Source: an optimization exercise on an open RTL-to-GDS flow (aim: small area, a short achievable clock period and few clock cycles per item). Production flows keep margins and buffers that such runs may drop.
At most, simulation tests tie the RTL to the original design; equivalence was not proved.
Power figures rest on the tool's default switching activity, not on a simulated workload.

## v6
==> flow/design.v (excerpt) <==
module ekf_slam_core (
  input  logic          clk,
  input  logic          sys_rst,
  input  logic          i_stage_valid,
  input  logic [76:0]   i_stage_cmd,
  input  logic [31:0]   i_plb_dout,
  input  logic          i_nl_done,
  input  logic [191:0]  i_nl_result,
  output logic          o_stage_ready,
  output logic          o_plb_en,
  output logic          o_plb_we,
  output logic [31:0]   o_plb_addr,
  output logic [31:0]   o_plb_din,
  output logic          o_nl_init,
  output logic [2:0]    o_nl_stage,
  output logic [159:0]  o_nl_operand
);
  logic [2:0]  in_stage;
  logic [9:0]  in_lk;
  logic [31:0] in_rk, in_phi;
  assign in_stage = i_stage_cmd[76:74];
  assign in_lk    = i_stage_cmd[73:64];
  assign in_rk    = i_stage_cmd[63:32];
  assign in_phi   = i_stage_cmd[31:0];
  logic in_prd, in_new, in_upd, in_legal;
  assign in_prd   = (in_stage == 3'd1);
  assign in_new   = (in_stage == 3'd2);
  assign in_upd   = (in_stage == 3'd3);
  assign in_legal = in_prd | in_new | in_upd;
  logic [31:0] r0, r1, r2, r3;
  assign r0 = i_nl_result[191:160];
  assign r1 = i_nl_result[159:128];
  assign r2 = i_nl_result[127:96];
  assign r3 = i_nl_result[95:64];
  logic        nl_busy;
  logic        def_pend;
  logic        c_prd, c_new, c_upd;
  logic [9:0]  c_lk;
  logic [31:0] c_rk, c_phi;
  logic [31:0] px, py, pt;
  logic        pv;
  logic [1:0]  pp;
  logic [31:0] lx, ly;
  logic [9:0]  tag;
  logic        lxv, lyv;
  logic        lw_q;
  logic        rq_x, rq_y, rq_t, rq_lx, rq_ly;
  logic [1:0]  pw;
  logic [1:0]  ww;
  logic        w_upd;
  logic [9:0]  w_lk;
  logic busy_prd, busy_nu, m_done, all_done, idle;
  assign busy_prd = nl_busy & c_prd;
  assign busy_nu  = nl_busy & ~c_prd;
  assign m_done   = nl_busy & i_nl_done;
  assign all_done = ~nl_busy & ~def_pend & (pw == 2'd0) & (ww == 2'd0);
  assign idle     = all_done & ~i_stage_valid;
  logic lx_fly, ly_fly, rd_pose, rd_lx, rd_ly, rd_any;
  assign lx_fly  = rq_lx;
  assign ly_fly  = rq_ly;
  assign rd_pose = ~pv & (pp != 2'd3);
  assign rd_lx   = ~rd_pose & (lw_q | def_pend) & ~lxv & ~lx_fly;
  assign rd_ly   = ~rd_pose & ~rd_lx & (lw_q | def_pend) & ~lyv & ~ly_fly;
  ...
Size: ~540 I/O pins.
Settings: LEC_CHECK=0, CAP_MARGIN=20, CORE_MARGIN=2, CORE_UTILIZATION=40, SETUP_SLACK_MARGIN=1.2, SLEW_MARGIN=20; clock period 5.0 ns.
standard.sh (not shown) runs the stock make flow with config.mk's settings and CLKGATE_MAP_FILE= SYNTH_SCRIPT=/design/flow/synth_recipe.tcl, a recipe that flattens the netlist after the stock synthesis.
==> flow/flow/run.sh <==
#!/bin/bash
# Standard layout, with plain buffers (buf_1) on the ports in place of the
# delay buffers buffer_ports picks by default.
set -euo pipefail
export BUFFER_PORTS_ARGS="-buffer_cell sky130_fd_sc_hd__buf_1"
bash standard.sh > standard.log 2>&1
--- input diff v6..v7 ---
--- a/flow/design.v
+++ b/flow/design.v
@@ -132,37 +132,36 @@
   assign all_done = ~nl_busy & ~def_pend & (pw == 2'd0) & (ww == 2'd0);
   assign idle     = all_done & ~i_stage_valid;
   logic lx_fly, ly_fly, rd_pose, rd_lx, rd_ly, rd_any;
   assign lx_fly  = rq_lx;
   assign ly_fly  = rq_ly;
   assign rd_pose = ~pv & (pp != 2'd3);
   assign rd_lx   = ~rd_pose & (lw_q | def_pend) & ~lxv & ~lx_fly;
   assign rd_ly   = ~rd_pose & ~rd_lx & (lw_q | def_pend) & ~lyv & ~ly_fly;
   assign rd_any  = rd_pose | rd_lx | rd_ly;
-  logic rd_q, rd_q2, rd_pri, dl_w, wr_ww, wr_pw, rd;
-  assign rd_pri = rd_any & ~(rd_q & rd_q2 & ((ww != 2'd0) | (pw != 2'd0)));
-  assign dl_w   = (busy_prd & (pw != 2'd0)) | (busy_nu & (ww != 2'd0));
-  assign wr_ww  = dl_w ? busy_nu  : (~rd_pri & (ww != 2'd0));
-  assign wr_pw  = dl_w ? busy_prd : (~rd_pri & (ww == 2'd0) & (pw != 2'd0));
-  assign rd     = ~dl_w & rd_pri;
+  logic dl_w, wr_ww, wr_pw, rd;
+  assign dl_w  = (busy_prd & (pw != 2'd0)) | (busy_nu & (ww != 2'd0));
+  assign wr_ww = dl_w ? busy_nu  : (~rd_any & (ww != 2'd0));
+  assign wr_pw = dl_w ? busy_prd : (~rd_any & (ww == 2'd0) & (pw != 2'd0));
+  assign rd    = ~dl_w & rd_any;
   logic w_ovl, l_haz, snoop;
   assign w_ovl = w_upd ? (tag[9:1] == 9'd254) : (w_lk == tag);
   assign l_haz = (ww != 2'd0) & w_ovl;
   assign snoop = wr_ww & w_ovl;
   logic lk_match, l_ok;
   assign lk_match = (in_lk == tag);
   assign l_ok     = lk_match & lxv & lyv & ~l_haz;
   logic trk;
   assign trk = ~nl_busy & ~def_pend & ((ww == 2'd0) | ((ww == 2'd1) & wr_ww));
   logic pw_ok, go_prd, go_new, go_upd, go;
-  assign pw_ok  = (pw[1] == 1'b0) | ((pw == 2'd2) & (ww == 2'd0) & ~rd_pri);
+  assign pw_ok  = (pw[1] == 1'b0) | ((pw == 2'd2) & (ww == 2'd0) & ~rd_any);
   assign go_prd = pw_ok & (~nl_busy | (i_nl_done & ~c_prd));
-  assign go_new = ~nl_busy & (~ww[1] | ~rd_pri);
+  assign go_new = ~nl_busy & (~ww[1] | ~rd_any);
   assign go_upd = trk;
   assign go     = pv & ~def_pend & ((in_prd & go_prd) | (in_new & go_new) | (in_upd & go_upd));
   logic accept, def_set, def_ok, init;
   assign accept  = i_stage_valid & go;
   assign def_set = accept & in_upd & ~l_ok;
   assign def_ok  = def_pend & lxv & lyv & ~l_haz;
   assign init    = (accept & ~def_set) | def_ok;
   assign o_stage_ready = i_stage_valid ? (go | ~in_legal) : all_done;
   assign o_nl_init     = init;
@@ -218,32 +217,28 @@
       pp      <= 2'd0;
       lxv     <= 1'b0;
       lyv     <= 1'b0;
       rq_x    <= 1'b0;
       rq_y    <= 1'b0;
       rq_t    <= 1'b0;
       rq_lx   <= 1'b0;
       rq_ly   <= 1'b0;
       lw_q    <= 1'b0;
-      rd_q    <= 1'b0;
-      rd_q2   <= 1'b0;
     end else begin
       if (init)        nl_busy <= 1'b1;
       else if (m_done) nl_busy <= 1'b0;
       if (def_set)     def_pend <= 1'b1;
       else if (def_ok) def_pend <= 1'b0;
       if (m_done & c_prd) pw <= 2'd3;
       else if (wr_pw)     pw <= pw - 2'd1;
       if (m_done & ~c_prd) ww <= 2'd2;
       else if (wr_ww)      ww <= ww - 2'd1;
       lw_q <= i_stage_valid & in_upd;
-      rd_q  <= rd & ~idle;
-      rd_q2 <= rd_q;
       if (idle) begin
         pv   <= 1'b0;
         pp   <= 2'd0;
         lxv  <= 1'b0;
         lyv  <= 1'b0;
         rq_x <= 1'b0;
         rq_y <= 1'b0;
         rq_t <= 1'b0;
         rq_lx <= 1'b0;
==> notes.md <==
Design area: v7 vs v6 down about 2.5%. | final critical-path setup slack | lower: v6 |. Of v7 and v6, the lower share of the cycle needed by the critical path after routing belongs to v7. v7: no failed stages, no open violations at the end. From v6 to v7 the numbers moved as follows: number of nets in the finished design down about 2.5%; total power now larger. Per-cell routed wire length, v7 and v6, higher one = v7. v7 vs v6 — wire length of the first global-routing pass climbed slightly. The maximum clock frequency of v7 is higher than that of v6. Compared with v6, v7 shows a actual transition at the worst max-transition pin that is 0.067 ns higher. Count of clock-net buffers in the final layout: lower on v6. v7 against v6: peak supply drop +about 10%; synthesized area went down about 0.7%; total via count after detailed routing decreased by 483 relative to the old numbers.
No functional check of the RTL was part of any run of this note.

## job 2906
The RTL this note starts from:
==> flow/design.v <==
package slam_pkg;
  localparam int RSA_DW = 32;
  localparam int ROW_LEN = 10;
  localparam int PLB_AW = 32;
  localparam int PLB_RD_LATENCY = 1;
  typedef logic signed [RSA_DW-1:0] slam_word_t;
  typedef enum logic [2:0] {
    STAGE_IDLE = 3'd0,
    STAGE_PRD  = 3'd1,
    STAGE_NEW  = 3'd2,
    STAGE_UPD  = 3'd3
  } stage_code_t;
  localparam logic [PLB_AW-1:0] POSE_BASE  = 32'd0;
  localparam logic [PLB_AW-1:0] LM_BASE    = 32'd3;
  localparam logic [PLB_AW-1:0] INNOV_BASE = 32'd1020;
  function automatic [PLB_AW-1:0] lm_addr(input [ROW_LEN-1:0] l_k);
    lm_addr = LM_BASE + {{(PLB_AW-ROW_LEN-1){1'b0}}, l_k, 1'b0};
  endfunction
  typedef struct packed {
    stage_code_t            stage;
    logic [ROW_LEN-1:0]     l_k;
    slam_word_t             rk;
    slam_word_t             phi;
  } stage_cmd_t;
  typedef struct packed {
    slam_word_t x;
    slam_word_t y;
    slam_word_t theta;
    slam_word_t lx;
    slam_word_t ly;
  } nl_operand_t;
  typedef struct packed {
    slam_word_t result_0;
    slam_word_t result_1;
    slam_word_t result_2;
    slam_word_t result_3;
    slam_word_t result_4;
    slam_word_t result_5;
  } nl_raw_t;
  typedef struct packed {
    slam_word_t rsv_0;
    slam_word_t d_theta;
    slam_word_t d_x;
    slam_word_t d_y;
    slam_word_t rsv_4;
    slam_word_t rsv_5;
  } nl_prd_view_t;
  typedef struct packed {
    slam_word_t rsv_0;
    slam_word_t rsv_1;
    slam_word_t off_y;
    slam_word_t off_x;
    slam_word_t rsv_4;
    slam_word_t rsv_5;
  } nl_new_view_t;
  typedef struct packed {
    slam_word_t pred_range;
    slam_word_t pred_bearing;
    slam_word_t rsv_2;
    slam_word_t rsv_3;
    slam_word_t rsv_4;
    slam_word_t rsv_5;
  } nl_upd_view_t;
  typedef union packed {
    nl_raw_t      raw;
    nl_prd_view_t prd;
    nl_new_view_t newlm;
    nl_upd_view_t upd;
  } nl_result_u;
  typedef struct packed {
    slam_word_t [2:0]     words;
    logic [PLB_AW-1:0]    base;
    logic [1:0]           cnt;
  } est_bundle_t;
endpackage
`timescale 1ns/1ps
module ekf_slam_core (
  input  logic          clk,
  input  logic          sys_rst,
  input  logic          i_stage_valid,
  input  logic [76:0]   i_stage_cmd,
  input  logic [31:0]   i_plb_dout,
  input  logic          i_nl_done,
  input  logic [191:0]  i_nl_result,
  output logic          o_stage_ready,
  output logic          o_plb_en,
  output logic          o_plb_we,
  output logic [31:0]   o_plb_addr,
  output logic [31:0]   o_plb_din,
  output logic          o_nl_init,
  output logic [2:0]    o_nl_stage,
  output logic [159:0]  o_nl_operand
);
  logic [2:0]  in_stage;
  logic [9:0]  in_lk;
  logic [31:0] in_rk, in_phi;
  assign in_stage = i_stage_cmd[76:74];
  assign in_lk    = i_stage_cmd[73:64];
  assign in_rk    = i_stage_cmd[63:32];
  assign in_phi   = i_stage_cmd[31:0];
  logic in_prd, in_new, in_upd, in_legal;
  assign in_prd   = (in_stage == 3'd1);
  assign in_new   = (in_stage == 3'd2);
  assign in_upd   = (in_stage == 3'd3);
  assign in_legal = in_prd | in_new | in_upd;
  logic [31:0] r0, r1, r2, r3;
  assign r0 = i_nl_result[191:160];
  assign r1 = i_nl_result[159:128];
  assign r2 = i_nl_result[127:96];
  assign r3 = i_nl_result[95:64];
  logic        nl_busy;
  logic        c_prd, c_new, c_upd;
  logic [9:0]  c_lk;
  logic [31:0] c_rk, c_phi;
  logic [31:0] px, py, pt;
  logic        pv;
  logic [1:0]  pp;
  logic [31:0] lx, ly;
  logic [9:0]  tag;
  logic        lxv, lyv;
  logic        lw_q;
  logic        rq_x, rq_y, rq_t, rq_lx, rq_ly;
  logic [1:0]  pw;
  logic [1:0]  ww;
  logic        w_upd;
  logic [9:0]  w_lk;
  logic busy_prd, busy_nu, m_done, all_done, idle;
  assign busy_prd = nl_busy & c_prd;
  assign busy_nu  = nl_busy & ~c_prd;
  assign m_done   = nl_busy & i_nl_done;
  assign all_done = ~nl_busy & (pw == 2'd0) & (ww == 2'd0);
  assign idle     = all_done & ~i_stage_valid;
  logic lx_fly, ly_fly, rd_pose, rd_lx, rd_ly, rd_any;
  assign lx_fly  = rq_lx;
  assign ly_fly  = rq_ly;
  assign rd_pose = ~pv & (pp != 2'd3);
  assign rd_lx   = ~rd_pose & lw_q & ~lxv & ~lx_fly;
  assign rd_ly   = ~rd_pose & ~rd_lx & lw_q & ~lyv & ~ly_fly;
  assign rd_any  = rd_pose | rd_lx | rd_ly;
  logic dl_w, wr_ww, wr_pw, rd;
  assign dl_w  = (busy_prd & (pw != 2'd0)) | (busy_nu & (ww != 2'd0));
  assign wr_ww = dl_w ? busy_nu  : (~rd_any & (ww != 2'd0));
  assign wr_pw = dl_w ? busy_prd : (~rd_any & (ww == 2'd0) & (pw != 2'd0));
  assign rd    = ~dl_w & rd_any;
  logic w_ovl, l_haz, snoop;
  assign w_ovl = w_upd ? (tag[9:1] == 9'd254) : (w_lk == tag);
  assign l_haz = (ww != 2'd0) & w_ovl;
  assign snoop = wr_ww & w_ovl;
  logic lk_match, l_ok;
  assign lk_match = (in_lk == tag);
  assign l_ok     = lk_match & lxv & lyv & ~l_haz;
  logic pw_ok, go_prd, go_new, go_upd, go;
  assign pw_ok  = (pw[1] == 1'b0) | ((pw == 2'd2) & (ww == 2'd0) & ~rd_any);
  assign go_prd = pw_ok & (~nl_busy | (i_nl_done & ~c_prd));
  assign go_new = ~nl_busy & (~ww[1] | ~rd_any);
  assign go_upd = ~nl_busy & ~ww[1] & l_ok;
  assign go     = pv & ((in_prd & go_prd) | (in_new & go_new) | (in_upd & go_upd));
  logic accept;
  assign accept = i_stage_valid & go;
  assign o_stage_ready = i_stage_valid ? (go | ~in_legal) : all_done;
  assign o_nl_init     = accept;
  assign o_nl_stage    = in_stage;
  assign o_nl_operand  = {px, py, pt, lx, ly};
  logic [11:0] w_la;
  logic [10:0] t_p1, t_p2;
  assign w_la = {1'b0, w_lk, 1'b1} + {10'd0, 1'b1, ~ww[1]};
  assign t_p1 = {1'b0, tag} + 11'd1;
  assign t_p2 = {1'b0, tag} + 11'd2;
  logic din_ww;
  assign din_ww = (ww != 2'd0) & ~(busy_prd & (pw != 2'd0));
  logic [11:0] waddr, raddr, addr;
  always_comb begin
    if (din_ww) begin
      waddr = w_upd ? {11'd510, ~ww[1]} : w_la;
    end else begin
      waddr = {10'd0, ~pw};
    end
    if (rd_pose)    raddr = {10'd0, pp};
    else if (rd_lx) raddr = {t_p1, 1'b1};
    else            raddr = {t_p2, 1'b0};
  end
  assign addr = (wr_ww | wr_pw) ? waddr : raddr;
  always_comb begin
    if (din_ww)          o_plb_din = ww[1] ? c_rk : c_phi;
    else if (pw == 2'd3) o_plb_din = px;
    else if (pw == 2'd2) o_plb_din = py;
    else                 o_plb_din = pt;
  end
  assign o_plb_en   = wr_ww | wr_pw | (rd & i_stage_valid);
  assign o_plb_we   = wr_ww | wr_pw;
  assign o_plb_addr = {20'd0, addr};
  logic [31:0] a0, b0, a1, b1, sum0, sum1;
  logic [32:0] s0w, s1w;
  assign a0   = c_upd ? c_rk  : px;
  assign a1   = c_upd ? c_phi : py;
  assign b0   = ({32{c_prd}} & r2) | ({32{c_new}} & r3) | ({32{c_upd}} & ~r0);
  assign b1   = ({32{c_prd}} & r3) | ({32{c_new}} & r2) | ({32{c_upd}} & ~r1);
  assign s0w  = {a0, 1'b1} + {b0, c_upd};
  assign s1w  = {a1, 1'b1} + {b1, c_upd};
  assign sum0 = s0w[32:1];
  assign sum1 = s1w[32:1];
  logic kill_l;
  assign kill_l = (i_stage_valid & in_upd & ~lk_match) | snoop;
  always_ff @(posedge clk) begin
    if (sys_rst) begin
      nl_busy <= 1'b0;
      pw      <= 2'd0;
      ww      <= 2'd0;
      pv      <= 1'b0;
      pp      <= 2'd0;
      lxv     <= 1'b0;
      lyv     <= 1'b0;
      rq_x    <= 1'b0;
      rq_y    <= 1'b0;
      rq_t    <= 1'b0;
      rq_lx   <= 1'b0;
      rq_ly   <= 1'b0;
      lw_q    <= 1'b0;
    end else begin
      if (accept)      nl_busy <= 1'b1;
      else if (m_done) nl_busy <= 1'b0;
      if (m_done & c_prd) pw <= 2'd3;
      else if (wr_pw)     pw <= pw - 2'd1;
      if (m_done & ~c_prd) ww <= 2'd2;
      else if (wr_ww)      ww <= ww - 2'd1;
      lw_q <= i_stage_valid & in_upd;
      if (idle) begin
        pv   <= 1'b0;
        pp   <= 2'd0;
        lxv  <= 1'b0;
        lyv  <= 1'b0;
        rq_x <= 1'b0;
        rq_y <= 1'b0;
        rq_t <= 1'b0;
        rq_lx <= 1'b0;
        rq_ly <= 1'b0;
      end else begin
        rq_x  <= rd & i_stage_valid & rd_pose & (pp == 2'd0);
        rq_y  <= rd & i_stage_valid & rd_pose & (pp == 2'd1);
        rq_t  <= rd & i_stage_valid & rd_pose & (pp == 2'd2);
        rq_lx <= rd & i_stage_valid & rd_lx & ~kill_l;
        rq_ly <= rd & i_stage_valid & rd_ly & ~kill_l;
        if (rd & i_stage_valid & rd_pose) pp <= pp + 2'd1;
        if (rq_t) pv <= 1'b1;
        if (kill_l) begin
          lxv <= 1'b0;
          lyv <= 1'b0;
        end else begin
          if (lx_fly) lxv <= 1'b1;
          if (ly_fly) lyv <= 1'b1;
        end
      end
    end
  end
  always_ff @(posedge clk) begin
    if (i_stage_valid & in_upd & ~lk_match) tag <= in_lk;
  end
  always_ff @(posedge clk) begin
    if (rq_x)                  px <= i_plb_dout;
    if (rq_y)                  py <= i_plb_dout;
    if (rq_t)                  pt <= i_plb_dout;
    if (lx_fly)                lx <= i_plb_dout;
    if (ly_fly)                ly <= i_plb_dout;
    if (m_done && c_prd) begin
      px <= sum0;
      py <= sum1;
      pt <= pt + r1;
    end
    if (~nl_busy | i_nl_done) begin
      c_prd <= in_prd;
      c_new <= in_new;
      c_upd <= in_upd;
      c_lk  <= in_lk;
    end
    if (m_done && !c_prd) begin
      c_rk  <= sum0;
      c_phi <= sum1;
    end else if (~busy_nu & ((ww == 2'd0) | ((ww == 2'd1) & wr_ww))) begin
      c_rk  <= in_rk;
      c_phi <= in_phi;
    end
    if (m_done && !c_prd) begin
      w_upd <= c_upd;
      w_lk  <= c_lk;
    end
  end
endmodule
Settings: LEC_CHECK=0, CAP_MARGIN=20, CORE_MARGIN=2, CORE_UTILIZATION=40, SETUP_SLACK_MARGIN=1.0, SLEW_MARGIN=20; clock period 5.0 ns.
Scripts as last shown in full above: flow/flow/run.sh
Job 2906: full flow OK, the timing, DRC and antenna checks passed
#### Input delta (job 4729 over job 2906)
diff --git a/flow/design.v b/flow/design.v
--- a/flow/design.v
+++ b/flow/design.v
@@ -188,19 +188,18 @@
   end
   assign o_plb_en   = wr_ww | wr_pw | (rd & i_stage_valid);
   assign o_plb_we   = wr_ww | wr_pw;
   assign o_plb_addr = {20'd0, addr};
   logic [31:0] a0, b0, a1, b1, sum0, sum1;
-  logic [32:0] s0w, s1w;
+  logic [31:0] sum2;
   assign a0   = c_upd ? c_rk  : px;
   assign a1   = c_upd ? c_phi : py;
   assign b0   = ({32{c_prd}} & r2) | ({32{c_new}} & r3) | ({32{c_upd}} & ~r0);
   assign b1   = ({32{c_prd}} & r3) | ({32{c_new}} & r2) | ({32{c_upd}} & ~r1);
-  assign s0w  = {a0, 1'b1} + {b0, c_upd};
-  assign s1w  = {a1, 1'b1} + {b1, c_upd};
-  assign sum0 = s0w[32:1];
-  assign sum1 = s1w[32:1];
+  ekf_add u_add0 (.a(a0), .b(b0), .ci(c_upd), .s(sum0));
+  ekf_add u_add1 (.a(a1), .b(b1), .ci(c_upd), .s(sum1));
+  ekf_add u_add2 (.a(pt), .b(r1), .ci(1'b0),  .s(sum2));
   logic kill_l;
   assign kill_l = (i_stage_valid & in_upd & ~lk_match) | snoop;
   always_ff @(posedge clk) begin
     if (sys_rst) begin
       nl_busy <= 1'b0;
@@ -262,11 +261,11 @@
     if (lx_fly)                lx <= i_plb_dout;
     if (ly_fly)                ly <= i_plb_dout;
     if (m_done && c_prd) begin
       px <= sum0;
       py <= sum1;
-      pt <= pt + r1;
+      pt <= sum2;
     end
     if (~nl_busy | i_nl_done) begin
       c_prd <= in_prd;
       c_new <= in_new;
       c_upd <= in_upd;
@@ -283,5 +282,31 @@
       w_upd <= c_upd;
       w_lk  <= c_lk;
     end
   end
 endmodule
+module ekf_add (
+  input  logic [31:0] a,
+  input  logic [31:0] b,
+  input  logic        ci,
+  output logic [31:0] s
+);
+  logic [31:0] g [0:5];
+  logic [31:0] p [0:5];
+  logic [31:0] h;
+  assign h    = a ^ b;
+  assign g[0] = (a & b) | {31'd0, h[0] & ci};
+  assign p[0] = h;
+  for (genvar l = 0; l < 5; l++) begin : lv
+    for (genvar i = 0; i < 32; i++) begin : bt
+      if (((i >> l) & 1) == 1) begin : c
+        localparam int J = ((i >> l) << l) - 1;
+        assign g[l+1][i] = g[l][i] | (p[l][i] & g[l][J]);
+        assign p[l+1][i] = p[l][i] & p[l][J];
+      end else begin : n
+        assign g[l+1][i] = g[l][i];
+        assign p[l+1][i] = p[l][i];
+      end
+    end
+  end
+  assign s = h ^ {g[5][30:0], ci};
+endmodule
## What came out
Taking job 2906 as the reference, in job 4729 clock network area share now sits higher, detailed-route wire length now sits lower, multi-input gate area in the final layout now sits lower, via count of the first global-routing pass now sits lower.
Compared with job 2906, overall power after layout in job 4729 decreased by a few percent.
From job 4729 to job 2906, count of port buffers added during placement did not move at all.
[job 4729] fraction of power spent switching nets fell 0.65 points relative to job 2906
Looking at the reports, job 4729 completed the entire flow and the layout it produced met the timing, DRC and antenna checks.
Library cell contributing the largest single delay on the critical path: sky130_fd_sc_hd__edfxtp_1 -> job 2906, sky130_fd_sc_hd__or4_1 -> job 4729
| signed area change from the synthesized netlist to the final layout | job 4729 vs job 2906 | 3.7 points lower |
Compared with job 2906, job 4729 shows a lower overall die width.
The run showing the greater maximum fanout along the worst path is job 4729.
The standard cells in job 4729 occupy less silicon area than those in job 2906 do.
Count of non-filler cells in the finished layout went down by a little under 10% going from job 2906 to job 4729.
Testbench counts of job 4729, summed over its fixed seeds: cycles 11,126, commands 1,920.
Only the layout flow was run in job 2906; the RTL was not checked for function there.

-- afterwards: timing with drivers on the ports --
In the flow no input, the clock included, has a driving cell. The finished layouts below were timed again as built, in two steps.
Step 1, drivers: a clkbuf_16 drives clk and a buf_2 each remaining input, both assumed.
Step 2 moves the port delays by t, midway between the first and last clock arrival at a register: inputs arrive t later, outputs are due t later. That takes back most of the time a late clock gives input paths.
Slacks: no drivers / after step 1 / after step 2; pairs: no drivers / after step 1.
| run | shift t [ns] | setup slack, ns | worst setup path after step 2 | clock arrival spread, ns |
|---|---|---|---|---|
| v6 | 0.608 | 1.073 / 1.073 / 0.488 | input to register | 0.023 / 0.024 |
| v7 | 0.593 | 1.226 / 1.226 / 0.712 | input to register | 0.013 / 0.014 |
| job 2906 | 0.585 | 1.066 / 1.024 / 0.660 | input to register | 0.017 / 0.017 |
| job 4729 | 0.595 | 1.061 / 1.006 / 0.738 | input to register | 0.020 / 0.019 |
After both steps setup and hold are still met in every run listed. For v6, which loses most, drivers alone change the setup slack by 0.000 ns; drivers and shift together by -0.585 ns.
